This is an optimization exercise on Yosys and OpenROAD, whose aim is small area, a short achievable clock period and few clock cycles per item, not a production implementation. At most, simulation tests tie the RTL to the original design; equivalence was not proved. Power figures rest on the tool's default switching activity, not on a simulated workload.

== amber ==
==> flow/design.v (excerpt) <==
module lc4_top (
    input  logic        clk,
    input  logic        rst_n,
    output logic [15:0] o_pc,
    input  logic [15:0] i_insn_a,
    input  logic [15:0] i_insn_b,
    output logic [15:0] o_dmem_addr,
    output logic        o_dmem_we,
    output logic [15:0] o_dmem_wdata,
    input  logic [15:0] i_dmem_rdata,
    output logic        o_ret_a_valid,
    output logic [15:0] o_ret_a_pc,
    output logic [15:0] o_ret_a_insn,
    output logic        o_ret_a_rf_we,
    output logic [2:0]  o_ret_a_wsel,
    output logic [15:0] o_ret_a_wdata,
    output logic        o_ret_a_dmem_we,
    output logic [15:0] o_ret_a_dmem_addr,
    output logic [15:0] o_ret_a_dmem_data,
    output logic        o_ret_b_valid,
    output logic [15:0] o_ret_b_pc,
    output logic [15:0] o_ret_b_insn,
    output logic        o_ret_b_rf_we,
    output logic [2:0]  o_ret_b_wsel,
    output logic [15:0] o_ret_b_wdata,
  ...
Settings: LEC_CHECK=0, CAP_MARGIN=0, CORE_MARGIN=2, CORE_UTILIZATION=45, CTS_CLUSTER_DIAMETER=100, CTS_CLUSTER_SIZE=25, SETUP_SLACK_MARGIN=5, SLEW_MARGIN=0; clock period 8.0 ns.
standard.sh (not shown) runs the stock make flow with config.mk's settings and CLKGATE_MAP_FILE= SYNTH_SCRIPT=/design/flow/synth_recipe.tcl, a recipe that flattens the netlist after the stock synthesis.
==> flow/flow/run.sh <==
#!/bin/bash
# The standard layout (the standard.sh), except that the port buffers
# use the smallest plain buffer cell and the constant outputs share one tie
# cell.
export BUFFER_PORTS_ARGS="-buffer_cell sky130_fd_sc_hd__buf_1"
export SKIP_REPAIR_TIE_FANOUT=1
bash standard.sh > standard.log 2>&1
Testbench counts of amber, summed over its fixed seeds: cycles 10,235, insns 9,600.
[inputs] juniper vs amber
Settings: CORE_UTILIZATION changed from 45 to 40; CTS_BUF_LIST newly set to sky130_fd_sc_hd__clkbuf_8 sky130_fd_sc_hd__clkbuf_16.
### Flow results
| first-pass iteration count of the detailed router | lower: juniper |. [compare] base=amber new=juniper: routed length per instance climbed 0.67 um; maximum fanout encountered on the critical timing path went up by 6.
Modified inputs, maple compared to juniper
Settings: clearing SETUP_SLACK_MARGIN, which used to be 5; clearing CTS_BUF_LIST, which used to be sky130_fd_sc_hd__clkbuf_8 sky130_fd_sc_hd__clkbuf_16.
==> flow/flow/run.sh <==
#!/bin/bash
# The standard layout (the standard.sh), except that the port buffers
# use the smallest plain buffer cell, the constant outputs share one tie
# cell, and timing repair aims for a setup slack margin of 5.1 ns (the
# design is still constrained and measured at the design's clock period).
export BUFFER_PORTS_ARGS="-buffer_cell sky130_fd_sc_hd__buf_1"
export SKIP_REPAIR_TIE_FANOUT=1
export SETUP_SLACK_MARGIN=5.1
bash standard.sh > standard.log 2>&1
Findings:
STATUS minimum clock period: maple wins against juniper. | routed wire length on met3 | higher: maple |. Compared with juniper, maple shows a higher total number of cells along the worst setup path. Where maximum clock frequency is concerned, juniper is outperformed by maple.
## Diff of input files: yarrow against maple
Settings: an added SETUP_SLACK_MARGIN of 5; a change of CTS_CLUSTER_SIZE from 25 to 30.
==> flow/flow/run.sh <==
#!/bin/bash
# The standard layout (the standard.sh), except that the port buffers
# use the smallest plain buffer cell and the constant outputs share one tie
# cell.
export BUFFER_PORTS_ARGS="-buffer_cell sky130_fd_sc_hd__buf_1"
export SKIP_REPAIR_TIE_FANOUT=1
bash standard.sh > standard.log 2>&1
--- outcome ---
- Reported for maple and yarrow, number of signal-net inverters in the final layout turned out identical to the last digit.
- Status: wire length parity (maple, yarrow)
- Taking maple as the reference point, the setup slack of yarrow falls by 21 ps.
- Final net count shrinks slightly when moving from maple to yarrow.
- Delta (yarrow minus maple): synthesized area about even, first-pass GRT wire length dropped 1.4%, combinational fraction of design power lost 0.4 points.

run 1:
Another version of the RTL of lc4_top (not shown whole).
For scale: ~330 flip-flops, roughly 270 I/O pins, ~15000 um^2 of cells after synthesis.
export LEC_CHECK = 0
export CAP_MARGIN = 0
export CORE_MARGIN = 2
export CORE_UTILIZATION = 40
export CTS_CLUSTER_DIAMETER = 100
export CTS_CLUSTER_SIZE = 25
export SLEW_MARGIN = 0
create_clock -name core_clock -period 8.0 [get_ports {clk}]
==> flow/flow/run.sh <==
#!/bin/bash
# The standard layout (the standard.sh), except that the port buffers
# use the smallest plain buffer cell, the constant outputs share one tie
# cell, and timing repair aims for a setup slack margin of 5.4 ns (the
# design is still constrained and measured at the design's clock period).
export BUFFER_PORTS_ARGS="-buffer_cell sky130_fd_sc_hd__buf_1"
export SKIP_REPAIR_TIE_FANOUT=1
export SETUP_SLACK_MARGIN=5.4
bash standard.sh > standard.log 2>&1
No stage failed in run 1, and the final checks on the layout all came back clean.
Testbench counts of run 1, summed over its fixed seeds: cycles 10,235, insns 9,600.
Modified inputs, run 2 compared to run 1
Settings: swapping 0 for 20 in SLEW_MARGIN; putting SETUP_SLACK_MARGIN at 5 where nothing was set; swapping 40 for 60 in CORE_UTILIZATION; putting PLACE_DENSITY at 0.7 where nothing was set; swapping 0 for 20 in CAP_MARGIN.
==> flow/flow/run.sh <==
#!/bin/bash
# The standard layout (the standard.sh), except that the port buffers
# use the smallest plain buffer cell and the constant outputs share one tie
# cell.
export BUFFER_PORTS_ARGS="-buffer_cell sky130_fd_sc_hd__buf_1"
export SKIP_REPAIR_TIE_FANOUT=1
bash standard.sh > standard.log 2>&1
==> notes.md <==
Run 2: flow completed, timing, DRC and antenna clean
Having completed the whole flow, run 1 delivered a layout that passed the timing, design-rule and antenna checks.
Looking only at share of total power in sequential cells, and setting everything else aside, the higher value of run 2 and run 1 goes to run 2.
Summary of run 2 over run 1: proportion of cell area occupied by multi-input gates went up by 2.3 points, total of flip-flops plus latches after synthesis ~0 delta, post-CTS setup repair buffer count now smaller, switching power decreased by 78 uW relative to the old numbers.
NOTE vias after detailed routing run 1->run 2 decreased by a few percent
[diff] core area, run 2 relative to run 1: improvement
Cmp run 2 and run 1 / global-route usage / higher: run 2
Run 2 has hold slack above what run 1 had.
For run 3, these inputs were changed with respect to run 2:
Settings: changing SLEW_MARGIN from 20 to 0; setting GPL_ROUTABILITY_DRIVEN to 0 for the first time; changing CAP_MARGIN from 20 to 0; changing CORE_UTILIZATION from 60 to 40; removing PLACE_DENSITY (formerly 0.7).
## What came out
Insertion delay of the later-clocked pin in the worst-skew pair (run 3 over run 2): increase, 0.02 ns. Run 3 and run 2 ended up with roughly the same combinational power. Starting utilization of the core area, run 2 and run 3, higher one = run 2. Across both runs, number of non-clock buffers was higher for run 3 than for run 2. Proportion of cell area occupied by multi-input gates (lower): run 3.

== the baseline ==
lc4_top, a different RTL version from the one above (not shown whole).
Size in the first run: roughly 270 I/O pins, ~0.015 mm2 of cells after synthesis.
## lc4_top
module lc4_top (
    input  logic        clk,
    input  logic        rst_n,
    output logic [15:0] o_pc,
    input  logic [15:0] i_insn_a,
    input  logic [15:0] i_insn_b,
    output logic [15:0] o_dmem_addr,
    output logic        o_dmem_we,
    output logic [15:0] o_dmem_wdata,
    input  logic [15:0] i_dmem_rdata,
    output logic        o_ret_a_valid,
    output logic [15:0] o_ret_a_pc,
    output logic [15:0] o_ret_a_insn,
    output logic        o_ret_a_rf_we,
    output logic [2:0]  o_ret_a_wsel,
    output logic [15:0] o_ret_a_wdata,
    output logic        o_ret_a_dmem_we,
    output logic [15:0] o_ret_a_dmem_addr,
    output logic [15:0] o_ret_a_dmem_data,
    output logic        o_ret_b_valid,
    output logic [15:0] o_ret_b_pc,
    output logic [15:0] o_ret_b_insn,
    output logic        o_ret_b_rf_we,
    output logic [2:0]  o_ret_b_wsel,
    output logic [15:0] o_ret_b_wdata,
    output logic        o_ret_b_dmem_we,
    output logic [15:0] o_ret_b_dmem_addr,
    output logic [15:0] o_ret_b_dmem_data
);
clock: 8.0 ns
lec_check: 0
cap_margin: 0
core_margin: 2
core_utilization: 40
cts_cluster_diameter: 100
cts_cluster_size: 25
slew_margin: 0
==> flow/flow/run.sh <==
#!/bin/bash
# The standard layout (the standard.sh), except that the port buffers
# use the smallest plain buffer cell, the constant outputs share one tie
# cell, and timing repair aims for a setup slack margin of 5.2 ns (the
# design is still constrained and measured at the design's clock period).
export BUFFER_PORTS_ARGS="-buffer_cell sky130_fd_sc_hd__buf_1"
export SKIP_REPAIR_TIE_FANOUT=1
export SETUP_SLACK_MARGIN=5.2
bash standard.sh > standard.log 2>&1
--- input diff the baseline..the candidate ---
==> flow/flow/run.sh <==
#!/bin/bash
# The standard layout (the standard.sh), except that the port buffers
# use the smallest plain buffer cell and the constant outputs share one tie
# cell.
export BUFFER_PORTS_ARGS="-buffer_cell sky130_fd_sc_hd__buf_1"
export SKIP_REPAIR_TIE_FANOUT=1
bash standard.sh > standard.log 2>&1
diff --git a/flow/config.mk b/flow/config.mk
--- a/flow/config.mk
+++ b/flow/config.mk
@@ -12,0 +13 @@
+export SETUP_SLACK_MARGIN = 5
Looking at the candidate and the baseline, the power of the sequential group is a wash. The lower combinational group share of total power of the candidate and the baseline is in the candidate. The candidate against the baseline: tap cell count level, filler cell count in the final layout went up by 2.1%.
Function was not checked in any run of this note: the RTL went through the layout flow alone.

RTL: one of the versions met above, not the one the previous note started from.
Size: ~330 flip-flops, about 15000 µm² of cells after synthesis.
==> flow/config.mk <==
export PLATFORM = sky130hd
export DESIGN_NAME = lc4_top
export DESIGN_NICKNAME = lc4_top
export VERILOG_FILES = /design/flow/design.v
export SDC_FILE = /design/flow/constraint.sdc
export NUM_CORES = 4
export LEC_CHECK = 0
export CAP_MARGIN = 0
export CORE_MARGIN = 2
export CORE_UTILIZATION = 40
export CTS_CLUSTER_DIAMETER = 100
export CTS_CLUSTER_SIZE = 25
export PLACE_DENSITY = 0.8
export SETUP_SLACK_MARGIN = 5
export SLEW_MARGIN = 0
==> flow/constraint.sdc <==
create_clock -name core_clock -period 8.0 [get_ports {clk}]
set_input_delay 1.6000 -clock core_clock [delete_from_list [all_inputs] [get_ports {clk}]]
set_output_delay 1.6000 -clock core_clock [all_outputs]
set_load 0.01 [all_outputs]
==> flow/flow/run.sh <==
#!/bin/bash
# The standard layout (the standard.sh), except that the port buffers
# use the smallest plain buffer cell and the constant outputs share one tie
# cell.
export BUFFER_PORTS_ARGS="-buffer_cell sky130_fd_sc_hd__buf_1"
export SKIP_REPAIR_TIE_FANOUT=1
bash standard.sh > standard.log 2>&1
The first run finished clean.
Testbench counts at the start, summed over its fixed seeds: cycles 10,235, insns 9,600.
Change:
--- a/flow/flow/run.sh
+++ b/flow/flow/run.sh
@@ -3,2 +3,3 @@
-# use the smallest plain buffer cell and the constant outputs share one tie
-# cell.
+# use the smallest plain buffer cell, the constant outputs share one tie
+# cell, and timing repair aims for a setup slack margin of 5.8 ns (the
+# design is still constrained and measured at the design's clock period).
@@ -6,0 +8 @@
+export SETUP_SLACK_MARGIN=5.8
--- a/flow/config.mk
+++ b/flow/config.mk
@@ -13,2 +12,0 @@
-export PLACE_DENSITY = 0.8
-export SETUP_SLACK_MARGIN = 5
After rerunning: The changed run completed with no timing, DRC or antenna violations. Non-clock buffer count climbs by 157. Routed wire length climbs by about 11%. Global-route usage climbs by 2.6 points. Synthesized cell count is unchanged. Count of clock-buffer cells in the layout drops by 1. Via count climbs by 2.4%. Clock skew drops by 0.012 ns. Cell count climbs by about 9%. Sequential share of layout area drops by 7.9 points. Setup slack improved by 0.059 ns. Sequential power stays flat.

lc4_top again, from the RTL that the note above started with.
// lc4_top
module lc4_top (
    input  logic        clk,
    input  logic        rst_n,
    output logic [15:0] o_pc,
    input  logic [15:0] i_insn_a,
    input  logic [15:0] i_insn_b,
    output logic [15:0] o_dmem_addr,
    output logic        o_dmem_we,
    output logic [15:0] o_dmem_wdata,
    input  logic [15:0] i_dmem_rdata,
    output logic        o_ret_a_valid,
    output logic [15:0] o_ret_a_pc,
    output logic [15:0] o_ret_a_insn,
    output logic        o_ret_a_rf_we,
    output logic [2:0]  o_ret_a_wsel,
    output logic [15:0] o_ret_a_wdata,
    output logic        o_ret_a_dmem_we,
    output logic [15:0] o_ret_a_dmem_addr,
    output logic [15:0] o_ret_a_dmem_data,
    output logic        o_ret_b_valid,
    output logic [15:0] o_ret_b_pc,
    output logic [15:0] o_ret_b_insn,
    output logic        o_ret_b_rf_we,
    output logic [2:0]  o_ret_b_wsel,
    output logic [15:0] o_ret_b_wdata,
    output logic        o_ret_b_dmem_we,
    output logic [15:0] o_ret_b_dmem_addr,
    output logic [15:0] o_ret_b_dmem_data
);
    function automatic logic writes_reg(input logic [15:0] w);
        case (w[15:12])
            4'd1:    writes_reg = w[5] | ~w[3];             
  ...
==> flow/config.mk <==
export PLATFORM = sky130hd
export DESIGN_NAME = lc4_top
export DESIGN_NICKNAME = lc4_top
export VERILOG_FILES = /design/flow/design.v
export SDC_FILE = /design/flow/constraint.sdc
export NUM_CORES = 4
export LEC_CHECK = 0
export CAP_MARGIN = 20
export CORE_MARGIN = 2
export CORE_UTILIZATION = 40
export CTS_CLUSTER_DIAMETER = 100
export CTS_CLUSTER_SIZE = 25
export SETUP_SLACK_MARGIN = 4.7
export SLEW_MARGIN = 20
==> flow/constraint.sdc <==
create_clock -name core_clock -period 8.0 [get_ports {clk}]
set_input_delay 1.6000 -clock core_clock [delete_from_list [all_inputs] [get_ports {clk}]]
set_output_delay 1.6000 -clock core_clock [all_outputs]
set_load 0.01 [all_outputs]
==> flow/flow/run.sh <==
#!/bin/bash
# The standard layout (the standard.sh), except that the port buffers
# use the smallest plain buffer cell and the constant outputs share one tie
# cell.
export BUFFER_PORTS_ARGS="-buffer_cell sky130_fd_sc_hd__buf_1"
export SKIP_REPAIR_TIE_FANOUT=1
bash standard.sh > standard.log 2>&1
Testbench counts at the start, summed over its fixed seeds: cycles 10,235, insns 9,600.
Change:
==> flow/flow/run.sh (replaced) <==
#!/bin/bash
# The standard layout (the standard.sh), except that the port buffers
# use the smallest plain buffer cell, the constant outputs share one tie
# cell, and timing repair only resizes, swaps pins, clones and removes
# buffers (no rebuffering moves).
export BUFFER_PORTS_ARGS="-buffer_cell sky130_fd_sc_hd__buf_1"
export SKIP_REPAIR_TIE_FANOUT=1
export SETUP_MOVE_SEQUENCE="unbuffer,sizeup,swap,clone"
bash standard.sh > standard.log 2>&1
--- a/flow/config.mk
+++ b/flow/config.mk
@@ -6,9 +6,9 @@
 export NUM_CORES = 4
 export LEC_CHECK = 0
-export CAP_MARGIN = 20
+export CAP_MARGIN = 0
 export CORE_MARGIN = 2
 export CORE_UTILIZATION = 40
 export CTS_CLUSTER_DIAMETER = 100
 export CTS_CLUSTER_SIZE = 25
-export SETUP_SLACK_MARGIN = 4.7
-export SLEW_MARGIN = 20
+export SETUP_SLACK_MARGIN = 5
+export SLEW_MARGIN = 0
Outcome: Area after synthesis is unchanged; synthesized cell count does not change; power stays flat; worst setup slack degrades by 0.20 ns; design area shrinks slightly; die area does not change; utilization shrinks by 0.15 points.
Change:
==> flow/flow/run.sh (replaced) <==
#!/bin/bash
# The standard layout (the standard.sh), except that the port buffers
# use the smallest plain buffer cell and the constant outputs share one tie
# cell.
export BUFFER_PORTS_ARGS="-buffer_cell sky130_fd_sc_hd__buf_1"
export SKIP_REPAIR_TIE_FANOUT=1
bash standard.sh > standard.log 2>&1
--- a/flow/config.mk
+++ b/flow/config.mk
@@ -6,5 +6,5 @@
 export NUM_CORES = 4
 export LEC_CHECK = 0
-export CAP_MARGIN = 0
+export CAP_MARGIN = 20
 export CORE_MARGIN = 2
 export CORE_UTILIZATION = 40
@@ -12,3 +12,3 @@
 export CTS_CLUSTER_SIZE = 25
 export SETUP_SLACK_MARGIN = 5
-export SLEW_MARGIN = 0
+export SLEW_MARGIN = 20
After rerunning: The changed run went through all stages and came out clean. Clock skew shrinks by 0.0031 ns. Register-to-register slack improves by 0.35 ns. Synthesized cell count stays the same. Utilization grows by 1.3 points. Clock-buffer cell count stays the same. First-iteration DRC count shrinks by 6.2%. Final area grows by 3.0%.

-- what the ideal ports hide --
In the flow no input, the clock included, has a driving cell. The finished layouts below were timed again as built, in two steps.
Step 1 (the two cells are an assumption about what drives the block):
set clk [get_ports {clk}]
set_driving_cell -lib_cell sky130_fd_sc_hd__clkbuf_16 $clk
set_driving_cell -lib_cell sky130_fd_sc_hd__buf_2 [delete_from_list [all_inputs] $clk]
Step 2 moves the port delays by t, midway between the first and last clock arrival at a register: inputs arrive t later, outputs are due t later. That takes back most of the time a late clock gives input paths.
a / b / c = no drivers / after step 1 / after step 2; a / b = the first two.
| run | t, ns | slack for setup (ns) | worst hold slack (ns) | slew at the worst register clock pin (ns) |
|---|---|---|---|---|
| amber | 0.575 | 5.009 / 5.009 / 4.475 | 0.332 / 0.332 / 0.332 | 0.11 / 0.11 |
| juniper | 0.580 | 4.975 / 4.975 / 4.454 | 0.332 / 0.332 / 0.332 | 0.11 / 0.11 |
| maple | 0.575 | 4.986 / 4.986 / 4.678 | 0.333 / 0.333 / 0.333 | 0.10 / 0.10 |
| yarrow | 0.561 | 4.966 / 4.966 / 4.480 | 0.336 / 0.336 / 0.336 | 0.12 / 0.12 |
| run 1 | 0.573 | 5.059 / 5.059 / 4.843 | 0.326 / 0.326 / 0.326 | 0.10 / 0.10 |
| run 2 | 0.551 | 4.941 / 4.964 / 4.413 | 0.334 / 0.334 / 0.334 | 0.11 / 0.11 |
| run 3 | 0.575 | 5.021 / 4.991 / 4.554 | 0.334 / 0.334 / 0.334 | 0.12 / 0.12 |
| the baseline | 0.562 | 5.064 / 5.064 / 4.662 | 0.333 / 0.333 / 0.333 | 0.10 / 0.10 |
| the candidate | 0.566 | 5.049 / 5.007 / 4.506 | 0.336 / 0.336 / 0.336 | 0.10 / 0.10 |
| the first run of note 4 | 0.573 | 4.983 / 4.985 / 4.446 | 0.334 / 0.334 / 0.334 | 0.10 / 0.10 |
| the second run of note 4 | 0.559 | 5.042 / 5.042 / 4.801 | 0.331 / 0.331 / 0.331 | 0.11 / 0.11 |
| the first run of note 5 | 0.571 | 4.848 / 4.848 / 4.343 | 0.333 / 0.333 / 0.333 | 0.10 / 0.10 |
| the second run of note 5 | 0.573 | 4.648 / 4.648 / 4.525 | 0.333 / 0.333 / 0.333 | 0.11 / 0.11 |
| the third run of note 5 | 0.573 | 5.001 / 4.964 / 4.564 | 0.334 / 0.334 / 0.334 | 0.11 / 0.11 |
After both steps setup and hold are still met in every run listed. The setup slack of the candidate, which loses most, moves by -0.042 ns with the drivers and by -0.543 ns with both steps.
